Background: an optimization exercise with open tools, aiming at small area. Do not read the settings as production practice.
Function was checked by simulation only, so behaviour that the tests miss may differ from the original.
Power is estimated from default activity; no workload was simulated.

<file path="flow/constraint.sdc">
create_clock -name core_clock -period 8.0 [get_ports {i_clk}]
set_input_delay 1.6000 -clock core_clock [delete_from_list [all_inputs] [get_ports {i_clk}]]
set_output_delay 1.6000 -clock core_clock [all_outputs]
set_load 0.01 [all_outputs]
</file>
<file path="flow/design.v">
package eda_pkg;
  localparam int WINDOW_W      = 3;                       
  localparam int NUM_NEIGHBORS = WINDOW_W * WINDOW_W - 1;  
  localparam int ADDR_W     = 12;                  
  localparam int FIFO_DEPTH = 8;                   
  localparam int PTR_W      = $clog2(FIFO_DEPTH);  
  typedef logic [ADDR_W-1:0] pixel_addr_t;  
  typedef enum logic [2:0] {
    NBR_DOWNRIGHT = 3'd0,  
    NBR_DOWN      = 3'd1,
    NBR_DOWNLEFT  = 3'd2,
    NBR_RIGHT     = 3'd3,
    NBR_LEFT      = 3'd4,
    NBR_UPRIGHT   = 3'd5,
    NBR_UP        = 3'd6,
    NBR_UPLEFT    = 3'd7   
  } neighbor_e;
  typedef struct packed {
    logic upleft;     
    logic up;         
    logic upright;    
    logic left;       
    logic right;      
    logic downleft;   
    logic down;       
    logic downright;  
  } nbr_mask_t;
  typedef struct packed {
    pixel_addr_t upleft;     
    pixel_addr_t up;         
    pixel_addr_t upright;    
    pixel_addr_t left;       
    pixel_addr_t right;      
    pixel_addr_t downleft;   
    pixel_addr_t down;       
    pixel_addr_t downright;  
  } nbr_addr_t;
endpackage
`timescale 1ns/1ps
module neighbor_fifo #(
  parameter bit FIRST = 1'b0   
) (
  input  logic       i_rst_n,   
  input  logic       i_push,    
  input  logic       i_read,    
  input  logic [3:0] i_last,    
  input  logic       i_lower_empty,  
  output logic [3:0] o_last,    
  output logic       o_wr_en,   
  output logic [7:0] o_sel      
);
  logic [2:0] n;         
  logic       nfull_lo;  
  logic       full, rd_idle, inc, dec;
  logic       c01, z01, z012, idle_e;
  logic [3:0] tgl, keep;
  logic       first, lower_n;
  logic [3:0] lo_n;      
  logic [1:0] hi_n;      
  g_inv u_n0 (.a (i_last[0]), .y (n[0]));
  g_inv u_n1 (.a (i_last[1]), .y (n[1]));
  g_inv u_n2 (.a (i_last[2]), .y (n[2]));
  g_nand3 u_lo3  (.a (i_last[0]), .b (i_last[1]), .c (i_last[2]), .y (nfull_lo));
  g_nor2  u_full (.a (i_last[3]), .b (nfull_lo), .y (full));
  g_nor2  u_ridle (.a (i_read), .b (full), .y (rd_idle));
  g_o21a  u_inc   (.a1 (i_last[3]), .a2 (rd_idle), .b1 (i_push), .y (inc));
  g_nor2  u_idle  (.a (i_push), .b (i_last[3]), .y (idle_e));
  g_and2  u_dec   (.a (idle_e), .b (i_read), .y (dec));
  g_o31a  u_wr (.a1 (i_last[3]), .a2 (nfull_lo), .a3 (i_read), .b1 (i_push), .y (o_wr_en));
  g_and2  u_c01  (.a (i_last[0]), .b (i_last[1]), .y (c01));
  g_nor2  u_z01  (.a (i_last[0]), .b (i_last[1]), .y (z01));
  g_and2  u_z012 (.a (z01), .b (n[2]), .y (z012));
  g_or2   u_t0   (.a (inc), .b (dec), .y (tgl[0]));
  g_a22o  u_t1   (.a1 (inc), .a2 (i_last[0]), .b1 (dec), .b2 (n[0]), .y (tgl[1]));
  g_a22o  u_t2   (.a1 (inc), .a2 (c01), .b1 (dec), .b2 (z01), .y (tgl[2]));
  g_a32o  u_t3   (.a1 (inc), .a2 (c01), .a3 (i_last[2]), .b1 (dec), .b2 (z012), .y (tgl[3]));
  for (genvar i = 0; i < 4; i++) begin : gen_next
    g_xnor2 u_keep (.a (i_last[i]), .b (tgl[i]), .y (keep[i]));
    g_nand2 u_next (.a (i_rst_n), .b (keep[i]), .y (o_last[i]));
  end
  if (FIRST) begin : gen_first
    g_inv  u_first (.a (i_last[3]), .y (first));
  end else begin : gen_later
    g_inv  u_lower (.a (i_lower_empty), .y (lower_n));
    g_nor2 u_first (.a (lower_n), .b (i_last[3]), .y (first));
  end
  for (genvar j = 0; j < 4; j++) begin : gen_lo
    g_nand2 u_lo (
      .a (j[1] ? i_last[1] : n[1]),
      .b (j[0] ? i_last[0] : n[0]),
      .y (lo_n[j])
    );
  end
  g_nand2 u_hi0 (.a (first), .b (n[2]),      .y (hi_n[0]));
  g_nand2 u_hi1 (.a (first), .b (i_last[2]), .y (hi_n[1]));
  for (genvar k = 0; k < 8; k++) begin : gen_sel
    g_nor2 u_sel (.a (lo_n[k % 4]), .b (hi_n[k / 4]), .y (o_sel[k]));
  end
endmodule
`timescale 1ns/1ps
module neighbor_select (
  input  logic [71:0] i_sel,   
  input  logic [71:0] i_data,  
  output logic        o_bit    
);
  logic [23:0] grp_n;  
  logic [5:0]  quad;   
  logic [2:0]  pair_n;
  for (genvar g = 0; g < 24; g++) begin : gen_grp
    g_aoi222 u_aoi (
      .a1 (i_sel[3*g]),   .a2 (i_data[3*g]),
      .b1 (i_sel[3*g+1]), .b2 (i_data[3*g+1]),
      .c1 (i_sel[3*g+2]), .c2 (i_data[3*g+2]),
      .y  (grp_n[g])
    );
  end
  for (genvar g = 0; g < 6; g++) begin : gen_quad
    g_nand4 u_nand (
      .a (grp_n[4*g]), .b (grp_n[4*g+1]), .c (grp_n[4*g+2]), .d (grp_n[4*g+3]),
      .y (quad[g])
    );
  end
  for (genvar g = 0; g < 3; g++) begin : gen_pair
    g_nor2 u_nor (.a (quad[2*g]), .b (quad[2*g+1]), .y (pair_n[g]));
  end
  g_nand3 u_out (.a (pair_n[0]), .b (pair_n[1]), .c (pair_n[2]), .y (o_bit));
endmodule
module g_aoi222 (input logic a1, a2, b1, b2, c1, c2, output logic y);
  assign y = ~((a1 & a2) | (b1 & b2) | (c1 & c2));
endmodule
module g_inv (input logic a, output logic y);
  assign y = ~a;
endmodule
module g_nand2 (input logic a, b, output logic y);
  assign y = ~(a & b);
endmodule
module g_nand3 (input logic a, b, c, output logic y);
  assign y = ~(a & b & c);
endmodule
module g_nand4 (input logic a, b, c, d, output logic y);
  assign y = ~(a & b & c & d);
endmodule
module g_nor2 (input logic a, b, output logic y);
  assign y = ~(a | b);
endmodule
module g_nor3 (input logic a, b, c, output logic y);
  assign y = ~(a | b | c);
endmodule
module g_nor4 (input logic a, b, c, d, output logic y);
  assign y = ~(a | b | c | d);
endmodule
module g_and2 (input logic a, b, output logic y);
  assign y = a & b;
endmodule
module g_or2 (input logic a, b, output logic y);
  assign y = a | b;
endmodule
module g_xnor2 (input logic a, b, output logic y);
  assign y = ~(a ^ b);
endmodule
module g_and2b (input logic an, b, output logic y);
  assign y = ~an & b;
endmodule
module g_nand2b (input logic an, b, output logic y);
  assign y = ~(~an & b);
endmodule
module g_nor3b (input logic a, b, c, output logic y);
  assign y = ~(a | b) & c;
endmodule
module g_o21a (input logic a1, a2, b1, output logic y);
  assign y = (a1 | a2) & b1;
endmodule
module g_o31a (input logic a1, a2, a3, b1, output logic y);
  assign y = (a1 | a2 | a3) & b1;
endmodule
module g_a22o (input logic a1, a2, b1, b2, output logic y);
  assign y = (a1 & a2) | (b1 & b2);
endmodule
module g_a32o (input logic a1, a2, a3, b1, b2, output logic y);
  assign y = (a1 & a2 & a3) | (b1 & b2);
endmodule
`timescale 1ns/1ps
module eda_fifos (
  input  logic                 i_clk,         
  input  logic                 i_rst_n,       
  input  eda_pkg::nbr_mask_t   i_push,        
  input  eda_pkg::nbr_mask_t   i_read_en,     
  input  eda_pkg::nbr_addr_t   i_addrs,       
  output eda_pkg::nbr_mask_t   o_fifo_empty,  
  output eda_pkg::pixel_addr_t o_data_out     
);
  localparam int N  = eda_pkg::NUM_NEIGHBORS;
  localparam int D  = eda_pkg::FIFO_DEPTH;
  localparam int AW = eda_pkg::ADDR_W;
  logic [N-1:0]         push_v;
  logic [N-1:0]         read_v;
  logic [N-1:0][AW-1:0] addr_v;
  logic [N-1:0]         empty_v;
  logic [N:0]           upto_empty;  
  logic [N-1:0]         wr_en;
  logic [AW-1:0] mem  [N][D];        
  logic [3:0]    last [N];           
  logic [3:0]    last_nx [N];
  logic [N*D+N-1:0] sel;             
  assign push_v = i_push;
  assign read_v = i_read_en;
  assign addr_v = i_addrs;
  assign upto_empty[0] = 1'b1;
  assign upto_empty[1] = last[0][3];
  for (genvar q = 1; q < N; q++) begin : gen_upto
    g_and2 u_upto (.a (upto_empty[q]), .b (last[q][3]), .y (upto_empty[q+1]));
  end
  for (genvar q = 0; q < N; q++) begin : gen_q
    neighbor_fifo #(.FIRST (q == 0)) u_ctl (
      .i_rst_n       (i_rst_n),
      .i_push        (push_v[q]),
      .i_read        (read_v[q]),
      .i_last        (last[q]),
      .i_lower_empty (upto_empty[q]),
      .o_last        (last_nx[q]),
      .o_wr_en       (wr_en[q]),
      .o_sel         (sel[q*D +: D])
    );
    assign empty_v[q] = last[q][3];
    always_ff @(posedge i_clk) begin
      last[q] <= last_nx[q];
    end
    always_ff @(posedge i_clk) begin
      if (wr_en[q]) begin
        mem[q][0] <= addr_v[q];
        for (int k = 1; k < D; k++) mem[q][k] <= mem[q][k-1];
      end
    end
  end
  always_comb begin
    logic seen;
    seen = 1'b0;
    for (int q = 0; q < N; q++) begin
      sel[N*D+q] = upto_empty[N] && push_v[q] && !seen;
      seen       = seen || push_v[q];
    end
  end
  for (genvar b = 0; b < AW; b++) begin : gen_bit
    logic [N*D+N-1:0] col;
    always_comb begin
      for (int q = 0; q < N; q++) begin
        for (int k = 0; k < D; k++) col[q*D+k] = mem[q][k][b];
        col[N*D+q] = addr_v[q][b];
      end
    end
    neighbor_select u_bit (
      .i_sel  (sel),
      .i_data (col),
      .o_bit  (o_data_out[b])
    );
  end
  assign o_fifo_empty = empty_v;
endmodule
</file>
<file path="flow/standard.sh">
#!/bin/bash
# synth_recipe.tcl (not shown) runs the flow's synth.tcl, then flattens the netlist and writes it again
# the make line also repeats each setting of config.mk as NAME=value (left out here)
make -C /OpenROAD-flow-scripts/flow DESIGN_CONFIG=/design/flow/config.mk WORK_HOME=/design/flow/orfs CLKGATE_MAP_FILE= SYNTH_SCRIPT=/design/flow/synth_recipe.tcl "${@:-finish}"
</file>
<file path="flow/config.mk">
export PLATFORM = sky130hd
export DESIGN_NAME = eda_fifos
export DESIGN_NICKNAME = eda_fifos
export VERILOG_FILES = /design/flow/design.v
export SDC_FILE = /design/flow/constraint.sdc
export NUM_CORES = 4
export LEC_CHECK = 0
export CAP_MARGIN = 20
export CORE_MARGIN = 2
export CORE_UTILIZATION = 75
export SETUP_SLACK_MARGIN = 0.2
export SLEW_MARGIN = 20
export SYNTH_HIERARCHICAL = 1
export SYNTH_MINIMUM_KEEP_SIZE = 0
</file>
<file path="flow/flow/run.sh">
#!/bin/bash
# The standard layout (standard.sh), with two changes to the make settings:
#  - port buffers are sky130_fd_sc_hd__buf_1 instead of the default choice;
#  - clock tree: clkbuf_8 buffers, sink clusters of up to 16 within 80 um,
#    and no dummy loads.
# Everything else (synthesis, floorplan, power grid, placement, routing) is
# the standard flow. make's full output goes to flow_make.log here; each
# step's own log is under orfs/logs/.
set -euo pipefail
bash standard.sh \
  BUFFER_PORTS_ARGS="-buffer_cell sky130_fd_sc_hd__buf_1" \
  CTS_ARGS="-sink_clustering_enable -repair_clock_nets -buf_list sky130_fd_sc_hd__clkbuf_8 -sink_clustering_size 16 -sink_clustering_max_diameter 80 -dont_use_dummy_load" \
  finish > flow_make.log 2>&1
</file>
==> run notes, run 1 <==
- Setup ws final: 1.86 ns
- Via density: 7.64
- Critical path peak fanout: 12
- R2R depth: 2
- Comb pwr share: 16.0%
- Startpoint types: flop
- Minimum clock period: 6.14 ns
- Num CTS Buffers: 55
- Final Max Tran Viols: 0
- Die X-Extent: 201 µm
- Worst path required time: 6.40 ns
- H-tree levels: 2
- Layout Nets: 1,867
- Clock sinks: 800
- Min-delay src: mem[13][3]
- DRT Pass-1 Iters: 13
- CTS tree: yes
- Root buf cell: clkbuf_8
- Port bufs: 133
- Worst-path clk slew: 0.10 ns
- Clock Power Share: 20.4%
- Final setup viols: 0
- Worst vdd ir: 222 µV
- Commonest non-fill, non-tap cell in the layout: edfxtp_1
- Worst hold path stage count: 0
- Die height: 201 µm
- Endpoints failing hold: 0
- Clock network latency to the later pin of the worst-skew pair: 0.68 ns
- DRT iter0 DRCs: 3,664
- Sequential share of power: 63.5%
- Reg2Reg Launch Point: last[7][3]
- Inst Count DP: 2,213
- Measured slew at the worst slew-check pin: 1.17 ns
- Initial antenna violation count: 5
- Core footprint: 38,500 µm²
- # DRC: 0
- Hold Path Sink: mem[14][3]
- Die area: 40,400 µm²
- Setup TNS: 0 ns
- Share of cells above drive strength 1: 4.74%
- CTS Buffer Depth: 3
- Syn nets: 1,676
- Mean Syn Cell Area: 18.6 µm²
- Most frequent cells in the layout: edfxtp_1 (768), a222oi_1 (288), nor2_1 (135), buf_1 (132), nand2_1 (81)
- Fill count: 1,977
- Critical path class: reg -> out
- Switch Pwr: 2.47 mW
- Internal: 6.24 mW
- ANT nets after route: 0
- Reg2Reg Capture Point: mem[63][8]
- Yosys warning total: 20
- Via Count: 17,369
- Final Instance Count excl. Fillers: 2,274
- Fmax: 163 MHz
- Data arrival time of the worst path: 4.54 ns
- GPL Wtd Cong: 0.936
- Worst Hold Class: reg -> reg
- Total grt overflow: 0
- Dpl hpwl: 49.3 mm
- Relative slew margins: 21.8%
- Worst setup EP type: output pin
- Area Overhead vs Synth: 6.82%
- Pin count of the biggest net entering global routing: 97
- Status: complete, no violations
- Post-CTS sizing: 0
- Max cap viols: 0
- Synthesized area: 29,100 µm²
- Global-route usage over all layers: 35.5%
- Clock Skew: 0.0163 ns
- RSZ-0062 raised after global routing: no
- # rows: 72
- Mapped Cells: 1,562
- Vias in the first global route: 16,345
- I/O pin total: 134
- Routed len/inst: 31.5 µm
- First-pass GRT wire length: 104 mm
- Pre-CTS setup slack: 2.11 ns
- Post-CTS setup buffer count: 0
- R2R Setup Slk: 5.47 ns
- Post-CTS Hold Buffers: 0
- Cell Pwr Density: 280 nW/µm²
- Sw frac: 28.3%
- Post-Route WL: 71.6 mm
- Initial Utilization: 75.7%
- Fin crit share: 76.8%
- Static Leak: 10.1 nW
==> layer usage <==
layer / track usage, % / wire, µm / vias to the layer above
met5: 0 / 0 / -
met4: 12.4 / 2540 / 0
met3: 11.3 / 11300 / 150
met2: 53.4 / 32600 / 1503
met1: 50.5 / 25100 / 8479
li1: - / - / 7237
==> final cells by class <==
cell class	count	area, µm²	area share, %
Sequential cell	800	23700	76.2
Clock buffer	55	757	2.43
Multi-Input combinational cell	722	5270	17.0
Timing Repair Buffer	142	583	1.87
Tap cell	518	648	2.08
Antenna cell	5	12.5	0.0402
Inverter	32	120	0.386
==> state kept, by name, summed over array words and instances (netlist names) <==
register,flops
mem,768
last,32
==> worst max-delay path by stage <==
| stage | from | slack [ns] | to | depth (start not counted) |
|---|---|---|---|---|
| finish | last[0][3] | 1.86 | o_data_out[2] | 14 |
| global route | last[1][3] | 1.65 | o_data_out[2] | 14 |
| CTS | last[0][3] | 1.54 | o_data_out[2] | 14 |
| detailed placement | i_push[0] | 2.11 | o_data_out[2] | 8 |
| global placement | i_push[0] | 2.25 | o_data_out[2] | 8 |
| floorplan | i_push[0] | 3.03 | o_data_out[0] | 6 |
==> metrics by stage <==
step / cell area, µm² / util [%] / hold slack [ns] / total power [mW]
6_report: 31100 / 80.8 / 0.446 / 8.71
5_1_grt: 31100 / 80.8 / 0.462 / 8.99
4_1_cts: 31000 / 80.7 / 0.442 / 8.67
2_1_floorplan: 29100 / - / 0.425 / 6.33
3_5_place_dp: 30300 / 78.7 / 0.431 / 6.95
3_3_place_gp: 30300 / 78.7 / 0.427 / 6.88
==> power groups by stage <==
stage | Combinational, mW | Sequential, mW | Clock (mW)
2_1_floorplan | 0.825 | 5.51 | 0
3_3_place_gp | 1.31 | 5.58 | 0
3_5_place_dp | 1.34 | 5.61 | 0
4_1_cts | 1.34 | 5.52 | 1.80
5_1_grt | 1.47 | 5.58 | 1.93
6_report | 1.40 | 5.53 | 1.78
==> critical path, stage by stage (launching register included) <==
cell	delay [ns]
dfxtp_1	0.51
and2_1	0.19
and2_1	0.19
and2_1	0.16
and2_1	0.14
and2_1	0.14
and2_1	0.16
and2_1	0.22
or4b_4	0.53
nor4b_4	0.76
a222oi_1	0.27
nand4_1	0.14
nor2_1	0.09
nand3_1	0.19
buf_1	0.18
==> run 2, diff against run 1 <==
==> flow/flow/run.sh (replaced) <==
#!/bin/bash
# The standard layout (standard.sh), with two changes to the make settings:
#  - port buffers are sky130_fd_sc_hd__buf_1 instead of the default choice;
#  - clock tree: clkbuf_8 buffers, sink clusters of up to 18 within 60 um,
#    and no dummy loads.
# Everything else (synthesis, floorplan, power grid, placement, routing) is
# the standard flow. make's full output goes to flow_make.log here; each
# step's own log is under orfs/logs/.
set -euo pipefail
bash standard.sh \
  BUFFER_PORTS_ARGS="-buffer_cell sky130_fd_sc_hd__buf_1" \
  CTS_ARGS="-sink_clustering_enable -repair_clock_nets -buf_list sky130_fd_sc_hd__clkbuf_8 -sink_clustering_size 18 -sink_clustering_max_diameter 60 -dont_use_dummy_load" \
  finish > flow_make.log 2>&1
==> run notes, run 2 <==
- Min-delay src: mem[28][1]
- Worst-path clk slew: 0.12 ns
- RSZ-0062 raised after global routing: no
- Post-CTS Hold Buffers: 0
- Total power: 8.62 mW
- Startpoint types: flop
- Relative slew margins: 22.9%
- CP startpoint: last[0][3]
- DRT iter0 DRCs: 3,756
- Setup ws final: 1.92 ns
- Clock network latency to the later pin of the worst-skew pair: 0.67 ns
- First-pass GRT wire length: 103 mm
- Clock Skew: 0.0390 ns
- Number of flip-flops in the largest register: 768
- H-tree levels: 2
- Global-route usage over all layers: 35.3%
- # rows: 72
- Synthesized area: 29,100 µm²
- Fin Hold WS: 0.438 ns
- Area Overhead vs Synth: 6.60%
- Endpoints failing hold: 0
- Critical path peak fanout: 12
- Most frequent cells in the layout: edfxtp_1 (768), a222oi_1 (288), nor2_1 (135), buf_1 (132), nand2_1 (81)
- # DRC: 0
- Worst setup EP type: output pin
- Final Max Tran Viols: 0
- Post-CTS setup buffer count: 0
- Initial antenna violation count: 4
- Final setup viols: 0
- Total grt overflow: 0
- Commonest non-fill, non-tap cell in the layout: edfxtp_1
- Biggest register: mem
- Root buf cell: clkbuf_8
- Static Leak: 10.1 nW
- Mean Syn Cell Area: 18.6 µm²
- Pre-CTS setup slack: 2.11 ns
- DRT Pass-1 Iters: 12
- I/O pin total: 134
- Worst path required time: 6.40 ns
- Worst vdd ir: 217 µV
- Num CTS Buffers: 50
- Cell Pwr Density: 278 nW/µm²
- Layout Nets: 1,863
- Die area: 40,400 µm²
- Dpl hpwl: 49.3 mm
- CTS tree: yes
- Fin crit share: 76.0%
- Clock sinks: 800
- Core footprint: 38,500 µm²
- Setup TNS: 0 ns
- Status: complete, no violations
- Post-Route WL: 71.0 mm
- Data arrival time of the worst path: 4.48 ns
- Dpl cell area: 30,300 µm²
- Vias in the first global route: 16,293
- Design Area, Final: 31,000 µm²
- Multi-input logic area: 5270 µm²
- Critical path class: reg -> out
- Initial Utilization: 75.7%
- Mapped Cells: 1,562
- Fill count: 1,975
- Measured slew at the worst slew-check pin: 1.15 ns
- Minimum clock period: 6.08 ns
- Largest regs: mem x768, last x32
- Final design utilization: 80.7%
- Die height: 201 µm
- Port bufs: 133
- Die X-Extent: 201 µm
- Max cap viols: 0
- GPL Wtd Cong: 0.936
- Via density: 7.66
- CTS Buffer Depth: 3
- Seq. cell area: 23,700 µm²
- Worst Hold Class: reg -> reg
- Inst Count DP: 2,213
- Share of cells above drive strength 1: 4.52%
- Yosys warning total: 20
- Via Count: 17,384
- Routed len/inst: 31.3 µm
- Syn nets: 1,676
- Final Instance Count excl. Fillers: 2,269
- ANT nets after route: 0
- Post-CTS sizing: 0
- Reg2Reg Launch Point: last[7][0]
- Fmax: 164 MHz
- Pin count of the biggest net entering global routing: 97
==> run 2: cell types whose count changed in the layout (fill, tap and decap cells not counted), sizes merged <==
cell    delta
diode      -1
buf        +1
clkbuf     -5
==> run 2: layout make-up <==
| class | count | share of cell area, % |
|---|---|---|
| sequential | 800 | 76.4 |
| multi-input combinational | 722 | 17.0 |
| clock buffer | 50 | 2.22 |
| tap | 518 | 2.09 |
| timing repair buffer | 143 | 1.90 |
| inverter | 32 | 0.387 |
| antenna | 4 | 0.0323 |
==> run 2: power by group <==
group          switching, mW  total [mW]  leakage (nW)  internal, mW
logic                  0.970        1.39          1.95         0.420
clock network           1.14        1.70         0.360         0.564
registers              0.323        5.53          7.76          5.21
total                   2.43        8.62          10.1          6.19
==> run 2: routing by layer <==
metal / GRT usage, % / part of all wire, % / wire [µm] / vias up
li1: - / - / - / 7234
met1: 51.4 / 36 / 25500 / 8571
met2: 52.0 / 45 / 32000 / 1435
met3: 10.7 / 15 / 10800 / 144
met4: 13.1 / 3.8 / 2730 / 0
met5: 0 / 0 / 0 / -
==> run 2: worst max-delay path, cell delays in order (launching register included) <==
cell and delay (ns):
dfxtp_1 0.52, and2_1 0.19, and2_1 0.19, and2_1 0.16, and2_1 0.14, and2_1 0.14, and2_1 0.15, and2_1 0.22
or4b_4 0.53, nor4b_4 0.70, a222oi_1 0.26, nand4_1 0.14, nor2_1 0.09, nand3_1 0.19, buf_1 0.17
==> run 2: worst paths after layout <==
path,slack (ns),end,cells after the start
min,0.44,mem[29][1],0
max reg2reg,5.51,mem[63][8],3
min reg2reg,0.44,mem[29][1],0
max,1.92,o_data_out[2],14
==> run 3, diff against run 2 <==
--- a/flow/design.v
+++ b/flow/design.v
@@ -47,6 +47,7 @@
   input  logic       i_lower_empty,  
   output logic [3:0] o_last,    
   output logic       o_wr_en,   
+  output logic       o_wr_n,    
   output logic [7:0] o_sel      
 );
   logic [2:0] n;         
@@ -67,6 +68,7 @@
   g_nor2  u_idle  (.a (i_push), .b (i_last[3]), .y (idle_e));
   g_and2  u_dec   (.a (idle_e), .b (i_read), .y (dec));
   g_o31a  u_wr (.a1 (i_last[3]), .a2 (nfull_lo), .a3 (i_read), .b1 (i_push), .y (o_wr_en));
+  g_inv   u_wrn (.a (o_wr_en), .y (o_wr_n));
   g_and2  u_c01  (.a (i_last[0]), .b (i_last[1]), .y (c01));
   g_nor2  u_z01  (.a (i_last[0]), .b (i_last[1]), .y (z01));
   g_and2  u_z012 (.a (z01), .b (n[2]), .y (z012));
@@ -198,7 +200,9 @@
   logic [N-1:0]         empty_v;
   logic [N:0]           upto_empty;  
   logic [N-1:0]         wr_en;
-  logic [AW-1:0] mem  [N][D];        
+  logic [N-1:0]         wr_n;        
+  logic [D-1:0][AW-1:0] mem    [N];  
+  logic [D-1:0][AW-1:0] mem_nx [N];
   logic [3:0]    last [N];           
   logic [3:0]    last_nx [N];
   logic [N*D+N-1:0] sel;             
@@ -219,17 +223,26 @@
       .i_lower_empty (upto_empty[q]),
       .o_last        (last_nx[q]),
       .o_wr_en       (wr_en[q]),
+      .o_wr_n        (wr_n[q]),
       .o_sel         (sel[q*D +: D])
     );
     assign empty_v[q] = last[q][3];
     always_ff @(posedge i_clk) begin
       last[q] <= last_nx[q];
     end
+    for (genvar k = 0; k < D; k++) begin : gen_slot
+      for (genvar b = 0; b < AW; b++) begin : gen_bit
+        g_a22o u_hold (
+          .a1 (wr_en[q]),
+          .a2 (k == 0 ? addr_v[q][b] : mem[q][k-1][b]),
+          .b1 (wr_n[q]),
+          .b2 (mem[q][k][b]),
+          .y  (mem_nx[q][k][b])
+        );
+      end
+    end
     always_ff @(posedge i_clk) begin
-      if (wr_en[q]) begin
-        mem[q][0] <= addr_v[q];
-        for (int k = 1; k < D; k++) mem[q][k] <= mem[q][k-1];
-      end
+      mem[q] <= mem_nx[q];
     end
   end
   always_comb begin
==> run notes, run 3 <==
- Clock Skew: 0.0622 ns
- Mapped Cells: 2,338
- Layout Nets: 2,647
- ANT nets after route: 0
- Initial Utilization: 75.5%
- Endpoints failing hold: 0
- Critical path class: reg -> out
- Worst-path clk slew: 0.11 ns
- Via density: 7.80
- Post-CTS setup buffer count: 0
- Relative slew margins: 21.0%
- Core footprint: 37,300 µm²
- Clock Power Share: 17.2%
- I/O pin total: 134
- Critical path peak fanout: 12
- Inst Count DP: 2,954
- Most frequent cells in the layout: dfxtp_1 (800), a22o_1 (784), a222oi_1 (288), nor2_1 (140), buf_1 (132)
- Num CTS Buffers: 51
- Final setup viols: 0
- Reg2Reg Capture Point: mem[1][34]
- Worst Hold Class: reg -> reg
- First-pass GRT wire length: 119 mm
- Comb pwr share: 22.1%
- CTS tree: yes
- Vias in the first global route: 20,501
- Pin count of the biggest net entering global routing: 98
- Internal: 6.86 mW
- Post-CTS sizing: 0
- Static Leak: 11.8 nW
- Status: complete, no violations
- Die height: 198 µm
- Worst vdd ir: 234 µV
- Worst path required time: 6.40 ns
- Total grt overflow: 0
- Share of cells above drive strength 1: 3.52%
- H-tree levels: 2
- Synthesized area: 28,200 µm²
- Data arrival time of the worst path: 4.54 ns
- Yosys warning total: 21
- Initial antenna violation count: 2
- Fin crit share: 76.7%
- Dpl hpwl: 53.8 mm
- Routed len/inst: 26.2 µm
- Largest regs: mem x768, last x32
- Area Overhead vs Synth: 6.70%
- Hold Path Sink: mem[5][64]
- Min-delay src: mem[5][52]
- Worst setup EP type: output pin
- Startpoint types: flop
- Reg2Reg Launch Point: last[1][0]
- Setup TNS: 0 ns
- Root buf cell: clkbuf_8
- Final design utilization: 80.6%
- Port bufs: 133
- Commonest non-fill, non-tap cell in the layout: dfxtp_1
- Die X-Extent: 198 µm
- Clock sinks: 800
- Sw frac: 32.4%
- Measured slew at the worst slew-check pin: 1.18 ns
- # DRC: 0
- R2R Setup Slk: 4.95 ns
- Mean Syn Cell Area: 12.1 µm²
- # rows: 71
- Post-CTS Hold Buffers: 0
- Fmax: 163 MHz
- Minimum clock period: 6.14 ns
- Switch Pwr: 3.29 mW
- Die area: 39,100 µm²
- Post-Route WL: 78.7 mm
- Final Max Tran Viols: 0
- RSZ-0062 raised after global routing: no
- Clock network latency to the later pin of the worst-skew pair: 0.65 ns
- Biggest register: mem
- DRT iter0 DRCs: 4,594
- Syn nets: 2,452
- Worst hold path stage count: 1
- DRT Pass-1 Iters: 10
- Final Instance Count excl. Fillers: 3,008
- Number of flip-flops in the largest register: 768
- CTS Buffer Depth: 3
- R2R depth: 6
- Max cap viols: 0
- Sequential share of power: 60.7%
- Via Count: 23,466
- Global-route usage over all layers: 38.7%
- Cell Pwr Density: 338 nW/µm²
- GPL Wtd Cong: 0.936
-- run 3: cell type report --
cell class              instances  area (µm²)
well taps                     474         593
flip-flops and latches        800       16000
diodes                          3        7.51
fillers                      2343        7240
repair buffers                150         628
multi-input cells            1490       12000
inverters                      40         150
clock buffers                  51         702
-- run 3: metrics by stage --
step / instance area (µm²) / total power, mW / hold WS (ns) / setup WS (ns)
floorplan: 28200 / 7.59 / 0.438 / 2.26
global placement: 29400 / 8.18 / 0.451 / 2.12
detailed placement: 29400 / 8.37 / 0.453 / 2.55
CTS: 30100 / 10.1 / 0.453 / 1.96
global route: 30100 / 10.6 / 0.483 / 1.60
finish: 30100 / 10.2 / 0.455 / 1.86
-- run 3: worst max-delay path by stage --
stage / from / endpoint / slack, ns / depth (start not counted)
after floorplan: i_push[1] / mem[1][0] / 2.26 / 3
after global placement: i_push[2] / o_data_out[1] / 2.12 / 8
after detailed placement: i_push[2] / o_data_out[1] / 2.55 / 8
after CTS: last[0][3] / o_data_out[1] / 1.96 / 14
after global routing: last[0][3] / o_data_out[8] / 1.60 / 14
final: last[0][3] / o_data_out[8] / 1.86 / 14
-- run 3: critical path, stage by stage (launching register included) --
cell and delay [ns]:
dfxtp_1 0.52, and2_1 0.23, and2_1 0.16, and2_1 0.22, and2_1 0.18, and2_1 0.15
and2_1 0.14, and2_1 0.20, or4b_4 0.50, nor4b_4 0.75, a222oi_1 0.28, nand4_1 0.15
nor2_1 0.09, nand3_1 0.11, buf_1 0.17
-- run 3: power groups by stage --
| stage | logic, mW | clock network, mW | registers [mW] |
|---|---|---|---|
| global route | 2.40 | 1.90 | 6.30 |
| floorplan | 1.68 | 0 | 5.90 |
| finish | 2.24 | 1.75 | 6.16 |
| detailed placement | 2.17 | 0 | 6.20 |
| CTS | 2.20 | 1.75 | 6.12 |
| global placement | 2.08 | 0 | 6.10 |
-- run 3: routing by layer --
| layer | track usage, % | vias to the layer above | part of all wire, % |
|---|---|---|---|
| met3 | 8.65 | 167 | 13 |
| li1 | - | 10367 | - |
| met1 | 57.0 | 11519 | 41 |
| met2 | 54.5 | 1413 | 42 |
| met5 | 0 | - | 0 |
| met4 | 16.7 | 0 | 4.3 |
==> run 4, diff against run 3 <==
--- a/flow/design.v
+++ b/flow/design.v
@@ -44,7 +44,7 @@
   input  logic       i_push,    
   input  logic       i_read,    
   input  logic [3:0] i_last,    
-  input  logic       i_lower_empty,  
+  input  logic       i_lower_busy,   
   output logic [3:0] o_last,    
   output logic       o_wr_en,   
   output logic       o_wr_n,    
@@ -54,8 +54,8 @@
   logic       nfull_lo;  
   logic       full, rd_idle, inc, dec;
   logic       c01, z01, z012, idle_e;
-  logic [3:0] tgl, keep;
-  logic       first, lower_n;
+  logic [3:0] tgl, keep;   
+  logic       first;
   logic [3:0] lo_n;      
   logic [1:0] hi_n;      
   g_inv u_n0 (.a (i_last[0]), .y (n[0]));
@@ -72,19 +72,22 @@
   g_and2  u_c01  (.a (i_last[0]), .b (i_last[1]), .y (c01));
   g_nor2  u_z01  (.a (i_last[0]), .b (i_last[1]), .y (z01));
   g_and2  u_z012 (.a (z01), .b (n[2]), .y (z012));
-  g_or2   u_t0   (.a (inc), .b (dec), .y (tgl[0]));
-  g_a22o  u_t1   (.a1 (inc), .a2 (i_last[0]), .b1 (dec), .b2 (n[0]), .y (tgl[1]));
-  g_a22o  u_t2   (.a1 (inc), .a2 (c01), .b1 (dec), .b2 (z01), .y (tgl[2]));
-  g_a32o  u_t3   (.a1 (inc), .a2 (c01), .a3 (i_last[2]), .b1 (dec), .b2 (z012), .y (tgl[3]));
+  g_nor2   u_t0  (.a (inc), .b (dec), .y (tgl[0]));
+  g_a22o   u_t1  (.a1 (inc), .a2 (i_last[0]), .b1 (dec), .b2 (n[0]), .y (tgl[1]));
+  g_a22o   u_t2  (.a1 (inc), .a2 (c01), .b1 (dec), .b2 (z01), .y (tgl[2]));
+  g_aoi32  u_t3  (.a1 (inc), .a2 (c01), .a3 (i_last[2]), .b1 (dec), .b2 (z012), .y (tgl[3]));
   for (genvar i = 0; i < 4; i++) begin : gen_next
-    g_xnor2 u_keep (.a (i_last[i]), .b (tgl[i]), .y (keep[i]));
+    if (i == 1 || i == 2) begin : gen_xnor
+      g_xnor2 u_keep (.a (i_last[i]), .b (tgl[i]), .y (keep[i]));
+    end else begin : gen_xor
+      g_xor2  u_keep (.a (i_last[i]), .b (tgl[i]), .y (keep[i]));
+    end
     g_nand2 u_next (.a (i_rst_n), .b (keep[i]), .y (o_last[i]));
   end
   if (FIRST) begin : gen_first
     g_inv  u_first (.a (i_last[3]), .y (first));
   end else begin : gen_later
-    g_inv  u_lower (.a (i_lower_empty), .y (lower_n));
-    g_nor2 u_first (.a (lower_n), .b (i_last[3]), .y (first));
+    g_nor2 u_first (.a (i_lower_busy), .b (i_last[3]), .y (first));
   end
   for (genvar j = 0; j < 4; j++) begin : gen_lo
     g_nand2 u_lo (
@@ -154,32 +157,32 @@
 module g_and2 (input logic a, b, output logic y);
   assign y = a & b;
 endmodule
-module g_or2 (input logic a, b, output logic y);
-  assign y = a | b;
+module g_and2b (input logic an, b, output logic y);
+  assign y = ~an & b;
+endmodule
+module g_nand2b (input logic an, b, output logic y);
+  assign y = ~(~an & b);
+endmodule
+module g_nor3b (input logic a, b, c, output logic y);
+  assign y = ~(a | b) & c;
+endmodule
+module g_o21a (input logic a1, a2, b1, output logic y);
+  assign y = (a1 | a2) & b1;
+endmodule
+module g_o31a (input logic a1, a2, a3, b1, output logic y);
+  assign y = (a1 | a2 | a3) & b1;
+endmodule
+module g_xor2 (input logic a, b, output logic y);
+  assign y = a ^ b;
 endmodule
 module g_xnor2 (input logic a, b, output logic y);
   assign y = ~(a ^ b);
 endmodule
-module g_and2b (input logic an, b, output logic y);
-  assign y = ~an & b;
-endmodule
-module g_nand2b (input logic an, b, output logic y);
-  assign y = ~(~an & b);
-endmodule
-module g_nor3b (input logic a, b, c, output logic y);
-  assign y = ~(a | b) & c;
-endmodule
-module g_o21a (input logic a1, a2, b1, output logic y);
-  assign y = (a1 | a2) & b1;
-endmodule
-module g_o31a (input logic a1, a2, a3, b1, output logic y);
-  assign y = (a1 | a2 | a3) & b1;
+module g_aoi32 (input logic a1, a2, a3, b1, b2, output logic y);
+  assign y = ~((a1 & a2 & a3) | (b1 & b2));
 endmodule
 module g_a22o (input logic a1, a2, b1, b2, output logic y);
   assign y = (a1 & a2) | (b1 & b2);
-endmodule
-module g_a32o (input logic a1, a2, a3, b1, b2, output logic y);
-  assign y = (a1 & a2 & a3) | (b1 & b2);
 endmodule
 `timescale 1ns/1ps
 module eda_fifos (
@@ -198,7 +201,7 @@
   logic [N-1:0]         read_v;
   logic [N-1:0][AW-1:0] addr_v;
   logic [N-1:0]         empty_v;
-  logic [N:0]           upto_empty;  
+  logic [N:0]           lower_busy;  
   logic [N-1:0]         wr_en;
   logic [N-1:0]         wr_n;        
   logic [D-1:0][AW-1:0] mem    [N];  
@@ -209,10 +212,13 @@
   assign push_v = i_push;
   assign read_v = i_read_en;
   assign addr_v = i_addrs;
-  assign upto_empty[0] = 1'b1;
-  assign upto_empty[1] = last[0][3];
-  for (genvar q = 1; q < N; q++) begin : gen_upto
-    g_and2 u_upto (.a (upto_empty[q]), .b (last[q][3]), .y (upto_empty[q+1]));
+  assign lower_busy[0] = 1'b0;
+  for (genvar q = 0; q < N; q++) begin : gen_busy
+    if (q == 0) begin : gen_inv
+      g_inv u_busy (.a (last[q][3]), .y (lower_busy[q+1]));
+    end else begin : gen_or
+      g_nand2b u_busy (.an (lower_busy[q]), .b (last[q][3]), .y (lower_busy[q+1]));
+    end
   end
   for (genvar q = 0; q < N; q++) begin : gen_q
     neighbor_fifo #(.FIRST (q == 0)) u_ctl (
@@ -220,7 +226,7 @@
       .i_push        (push_v[q]),
       .i_read        (read_v[q]),
       .i_last        (last[q]),
-      .i_lower_empty (upto_empty[q]),
+      .i_lower_busy  (lower_busy[q]),
       .o_last        (last_nx[q]),
       .o_wr_en       (wr_en[q]),
       .o_wr_n        (wr_n[q]),
@@ -249,7 +255,7 @@
     logic seen;
     seen = 1'b0;
     for (int q = 0; q < N; q++) begin
-      sel[N*D+q] = upto_empty[N] && push_v[q] && !seen;
+      sel[N*D+q] = !lower_busy[N] && push_v[q] && !seen;
       seen       = seen || push_v[q];
     end
   end
==> run notes, run 4 <==
- Setup ws final: 1.53 ns
- Die X-Extent: 198 µm
- Max cap viols: 0
- Fmax: 155 MHz
- DRT iter0 DRCs: 4,613
- Initial antenna violation count: 3
- Worst vdd ir: 243 µV
- Cell Pwr Density: 338 nW/µm²
- Worst setup EP type: output pin
- Measured slew at the worst slew-check pin: 1.23 ns
- Number of flip-flops in the largest register: 768
- Pin count of the biggest net entering global routing: 98
- Clock Skew: 0.0509 ns
- Global-route usage over all layers: 39.7%
- R2R Setup Slk: 4.95 ns
- Die area: 39,100 µm²
- Mean Syn Cell Area: 12.1 µm²
- CP max stage cell: nor4b_4
- Post-CTS Hold Buffers: 0
- Worst path top cell family by delay: simple AND/OR/NAND/NOR gates
- Layout Nets: 2,641
- Endpoints failing hold: 0
- Most common cell on crit path: nand2b_1
- Initial Utilization: 76.4%
- Mapped Cells: 2,332
- Yosys warning total: 21
- RSZ-0062 raised after global routing: no
- Num CTS Buffers: 51
- H-tree levels: 2
- Static Leak: 11.8 nW
- ANT nets after route: 0
- # DRC: 0
- Worst path required time: 6.40 ns
- CTS tree: yes
- Vias in the first global route: 21,015
- Post-Route WL: 80.2 mm
- Commonest non-fill, non-tap cell in the layout: dfxtp_1
- Startpoint types: flop
- Clock sinks: 800
- Fill count: 2,301
- Syn nets: 2,446
- Via Count: 23,411
- Status: complete, no violations
- Fin crit share: 80.9%
- Most frequent cells in the layout: dfxtp_1 (800), a22o_1 (784), a222oi_1 (288), nor2_1 (148), buf_1 (132)
- Core footprint: 36,800 µm²
- Die height: 198 µm
- Dpl hpwl: 55.4 mm
- First-pass GRT wire length: 122 mm
- I/O pin total: 134
- Largest regs: mem x768, last x32
- Post-CTS sizing: 0
- Final setup viols: 0
- Max stage delay on crit path: 0.74 ns
- GPL Wtd Cong: 0.902
- Setup TNS: 0 ns
- Pre-CTS setup slack: 2.02 ns
- Buf/Inv on CP: 2
- # rows: 70
- Minimum clock period: 6.47 ns
- Clock network latency to the later pin of the worst-skew pair: 0.69 ns
- Synthesized area: 28,100 µm²
- Root buf cell: clkbuf_8
- Critical path class: reg -> out
- Post-CTS setup buffer count: 0
- Cell breakdown of the critical path: inv_1, nand2b_1, nand2b_1, nand2b_1, nand2b_1, nand2b_1, nand2b_1, nand2b_1, or4_4, nor4b_4, a222oi_1, nand4_1, nor2_1, nand3_1, buf_1
- Biggest register: mem
- Relative slew margins: 17.9%
- Final Max Tran Viols: 0
- Worst-path clk slew: 0.11 ns
- Routed len/inst: 26.8 µm
- Data arrival time of the worst path: 4.87 ns
- Via density: 7.82
- DRT Pass-1 Iters: 13
- Worst Hold Class: reg -> reg
- Total grt overflow: 0
- Area Overhead vs Synth: 6.86%
- Critical path peak fanout: 12
- Share of cells above drive strength 1: 3.64%
- CTS Buffer Depth: 3
- Port bufs: 133
- Final design utilization: 81.7%
==> run 4: cell types whose count changed in the layout (fill, tap and decap cells not counted), sizes merged, moves of 8 or more <==
cell    previous run  this run
xor2               0        16
or2                8         0
xnor2             32        16
and2              33        24
nand2b             0         8
a32o               8         0
nor2             140       148
a32oi              0         8
==> run 4: layer usage <==
| layer | routed length (µm) | vias to the layer above | GRT usage, % |
|---|---|---|---|
| li1 | - | 10370 | - |
| met1 | 32600 | 11428 | 57.4 |
| met2 | 34200 | 1420 | 57.5 |
| met3 | 9650 | 191 | 8.14 |
| met4 | 3760 | 2 | 17.6 |
| met5 | 11 | - | 0 |
==> run 4: worst register-to-register path, cell delays in order, from the launching register on <==
cell	delay [ns]
dfxtp_1	0.49
nand3_1	0.14
o31a_2	0.36
buf_4	0.40
inv_2	0.75
buf_4	0.59
a22o_1	0.24
==> run 4: stage by stage <==
step / hold WS, ns / instances / area (µm²) / total power [mW]
finish: 0.468 / 2995 / 30100 / 10.2
CTS: 0.462 / 2993 / 30000 / 10.1
floorplan: 0.438 / 2332 / 28100 / 7.56
detailed placement: 0.451 / 2942 / 29300 / 8.35
global placement: 0.451 / 2942 / 29300 / 8.15
global route: 0.493 / 2993 / 30000 / 10.6
==> run 4: report_power, final <==
| group | total (mW) | switching, mW | internal [mW] |
|---|---|---|---|
| logic | 2.22 | 1.12 | 1.10 |
| registers | 6.18 | 1.02 | 5.16 |
| clock network | 1.75 | 1.18 | 0.573 |
==> run 4: final cells by class <==
cell class                 instances  area, µm²  area share (%)
timing repair buffer             150        628            2.09
antenna                            2       5.00          0.0167
clock buffer                      51        702            2.34
multi-input combinational       1489      12000            39.9
inverter                          35        131           0.437
sequential                       800      16000            53.3
tap                              468        586            1.95
==> run 4: final timing paths <==
check	start	end	depth (start not counted)
setup / recovery	last[0][3]	o_data_out[1]	15
hold / removal	mem[7][79]	mem[7][91]	1
setup reg to reg	last[7][0]	mem[7][55]	6
hold reg to reg	mem[7][79]	mem[7][91]	1
==> run 5, diff against run 4 <==
--- a/flow/design.v
+++ b/flow/design.v
@@ -251,12 +251,21 @@
       mem[q] <= mem_nx[q];
     end
   end
-  always_comb begin
-    logic seen;
-    seen = 1'b0;
-    for (int q = 0; q < N; q++) begin
-      sel[N*D+q] = !lower_busy[N] && push_v[q] && !seen;
-      seen       = seen || push_v[q];
+  logic [N-1:0] idle;
+  logic [N-1:0] push_n;
+  assign idle[0] = lower_busy[N];  
+  for (genvar q = 0; q < N; q++) begin : gen_byp
+    g_inv u_pn (.a (push_v[q]), .y (push_n[q]));
+    if (q % 2 == 0) begin : gen_low
+      g_nor2 u_sel (.a (idle[q]), .b (push_n[q]), .y (sel[N*D+q]));
+      if (q < N-1) begin : gen_next
+        g_nor2 u_idle (.a (idle[q]), .b (push_v[q]), .y (idle[q+1]));
+      end
+    end else begin : gen_high
+      g_and2 u_sel (.a (idle[q]), .b (push_v[q]), .y (sel[N*D+q]));
+      if (q < N-1) begin : gen_next
+        g_nand2 u_idle (.a (idle[q]), .b (push_n[q]), .y (idle[q+1]));
+      end
     end
   end
   for (genvar b = 0; b < AW; b++) begin : gen_bit
==> run notes, run 5 <==
- Status: complete, no violations
- H-tree levels: 2
- CTS tree: yes
- Setup TNS: 0 ns
- Comb pwr share: 21.7%
- I/O pin total: 134
- Share of cells above drive strength 1: 3.39%
- Worst path required time: 6.40 ns
- Clock Power Share: 17.3%
- Number of flip-flops in the largest register: 768
- Port bufs: 133
- Root buf cell: clkbuf_8
- Die area: 39,100 µm²
- Sw frac: 32.6%
- RSZ-0062 raised after global routing: no
- Final setup viols: 0
- Total grt overflow: 0
- Yosys warning total: 13
- CTS Buffer Depth: 3
- Endpoints failing hold: 0
- Switch Pwr: 3.30 mW
- Dpl hpwl: 54.2 mm
- Reg2Reg Launch Point: last[3][0]
- DRT iter0 DRCs: 4,420
- Initial Utilization: 76.4%
- Worst setup EP type: output pin
- Routed len/inst: 26.3 µm
- Cell Pwr Density: 338 nW/µm²
- Post-CTS sizing: 0
- Fin crit share: 77.9%
- Num CTS Buffers: 51
- Design Area, Final: 30,000 µm²
- Fin Hold WS: 0.482 ns
- Critical path class: reg -> out
- Max cap viols: 0
- Internal: 6.83 mW
- Worst Hold Class: reg -> reg
- Post-Route WL: 79.0 mm
- Die height: 198 µm
- Area Overhead vs Synth: 6.63%
- DRT Pass-1 Iters: 10
- Min-delay src: mem[1][84]
- Layout Nets: 2,650
- Initial antenna violation count: 4
- Core footprint: 36,800 µm²
- Vias in the first global route: 20,672
- Post-CTS setup buffer count: 0
- Die X-Extent: 198 µm
- CP startpoint: last[0][3]
- Fmax: 161 MHz
- R2R Setup Slk: 5.03 ns
- Pre-CTS setup slack: 2.55 ns
- Measured slew at the worst slew-check pin: 1.29 ns
- Sequential share of power: 61.0%
- Data arrival time of the worst path: 4.63 ns
- Via density: 7.78
- Most frequent cells in the layout: dfxtp_1 (800), a22o_1 (784), a222oi_1 (288), nor2_1 (153), buf_1 (132)
- # DRC: 0
- Synthesized area: 28,100 µm²
- Static Leak: 11.8 nW
- Startpoint types: flop
- Total power: 10.1 mW
- Pin count of the biggest net entering global routing: 98
- Biggest register: mem
- Syn nets: 2,456
- Worst vdd ir: 264 µV
- Global-route usage over all layers: 39.0%
- # rows: 70
- Clock network latency to the later pin of the worst-skew pair: 0.69 ns
- Worst-path clk slew: 0.09 ns
- Final Max Tran Viols: 0
- Mapped Cells: 2,342
- Worst hold path stage count: 1
- Dpl cell area: 29,300 µm²
- GPL Wtd Cong: 0.908
- Mean Syn Cell Area: 12.0 µm²
- Largest regs: mem x768, last x32
- Clock sinks: 800
- Critical path peak fanout: 12
- Via Count: 23,350
- Commonest non-fill, non-tap cell in the layout: dfxtp_1
- Setup ws final: 1.77 ns
- Clock Skew: 0.0552 ns
- R2R depth: 6
- Relative slew margins: 13.8%
- Post-CTS Hold Buffers: 0
- First-pass GRT wire length: 120 mm
- ANT nets after route: 0
- Minimum clock period: 6.23 ns
run 5: worst paths after layout:
path	end
max	o_data_out[7]
min	mem[1][84]
min reg2reg	mem[1][84]
max reg2reg	mem[3][70]
run 5: layout make-up:
cell class | instances | area [µm²]
Clock buffer | 51 | 702
Tap cell | 468 | 586
Sequential cell | 800 | 16000
Multi-Input combinational cell | 1493 | 11900
Inverter | 41 | 154
Antenna cell | 1 | 2.50
Timing Repair Buffer | 149 | 621
Fill cell | 2228 | 6800
run 5: power by group through the flow:
stage               clock [mW]  sequential [mW]  combinational (mW)
floorplan                    0             5.90                1.66
global placement             0             6.11                2.05
detailed placement           0             6.20                2.14
CTS                       1.76             6.13                2.16
global route              1.90             6.30                2.37
finish                    1.76             6.18                2.20
run 5: through the flow:
step	utilization, %	instances
after CTS	81.5	3002
final	81.5	3003
after global placement	79.6	2951
after global routing	81.5	3003
after floorplan	-	2342
after detailed placement	79.6	2951
run 5: critical path, stage by stage (launching register included):
cell and delay [ns]:
dfxtp_1 0.49, inv_1 0.09, nand2b_1 0.16, nand2b_1 0.18, nand2b_1 0.18, nand2b_1 0.19
nand2b_1 0.18, nand2b_1 0.17, nand2b_1 0.17, nor2_1 0.15, nand2_1 0.10, nor2_1 0.12
nand2_1 0.08, nor2_1 0.17, nand2_1 0.10, nor2_1 0.70, a222oi_1 0.20, nand4_1 0.20
nor2_1 0.07, nand3_1 0.11, buf_1 0.17
run 5: metal layers:
layer | GRT usage, % | wire length, µm | part of all wire (%) | vias to the layer above
met2 | 56.9 | 34000 | 43 | 1353
met1 | 57.2 | 32300 | 41 | 11448
met5 | 0 | 40 | 0.051 | -
met4 | 14.5 | 3200 | 4.0 | 6
met3 | 8.18 | 9400 | 12 | 167
li1 | - | - | - | 10376

[afterwards: timing with drivers on the ports]
How much do the figures lean on ideal ports? The routed layouts below were timed once more, with nothing changed but the port constraints.
Step 1 (the two cells are an assumption about what drives the block):
set clk [get_ports {i_clk}]
set_driving_cell -lib_cell sky130_fd_sc_hd__clkbuf_16 $clk
set_driving_cell -lib_cell sky130_fd_sc_hd__buf_2 [delete_from_list [all_inputs] $clk]
Step 2 also shifts input and output timing later by t, the mid clock arrival at the registers, as if the neighbouring blocks saw the same clock.
Slacks: ideal ports / drivers / drivers and shift; pairs: ideal ports / drivers.
| run | shift t [ns] | slack for setup (ns) | slew at the worst register clock pin (ns) | worst data-port slew with drivers (ns) |
|---|---|---|---|---|
| run 1 | 0.730 | 1.860 / 1.802 / 2.323 | 0.11 / 0.11 | 0.09 |
| run 2 | 0.703 | 1.917 / 1.861 / 2.406 | 0.12 / 0.12 | 0.09 |
| run 3 | 0.691 | 1.861 / 1.806 / 2.413 | 0.11 / 0.11 | 0.11 |
| run 4 | 0.718 | 1.532 / 1.476 / 2.194 | 0.11 / 0.11 | 0.09 |
| run 5 | 0.718 | 1.771 / 1.717 / 2.409 | 0.12 / 0.12 | 0.08 |
After both steps setup and hold are still met in every run listed.
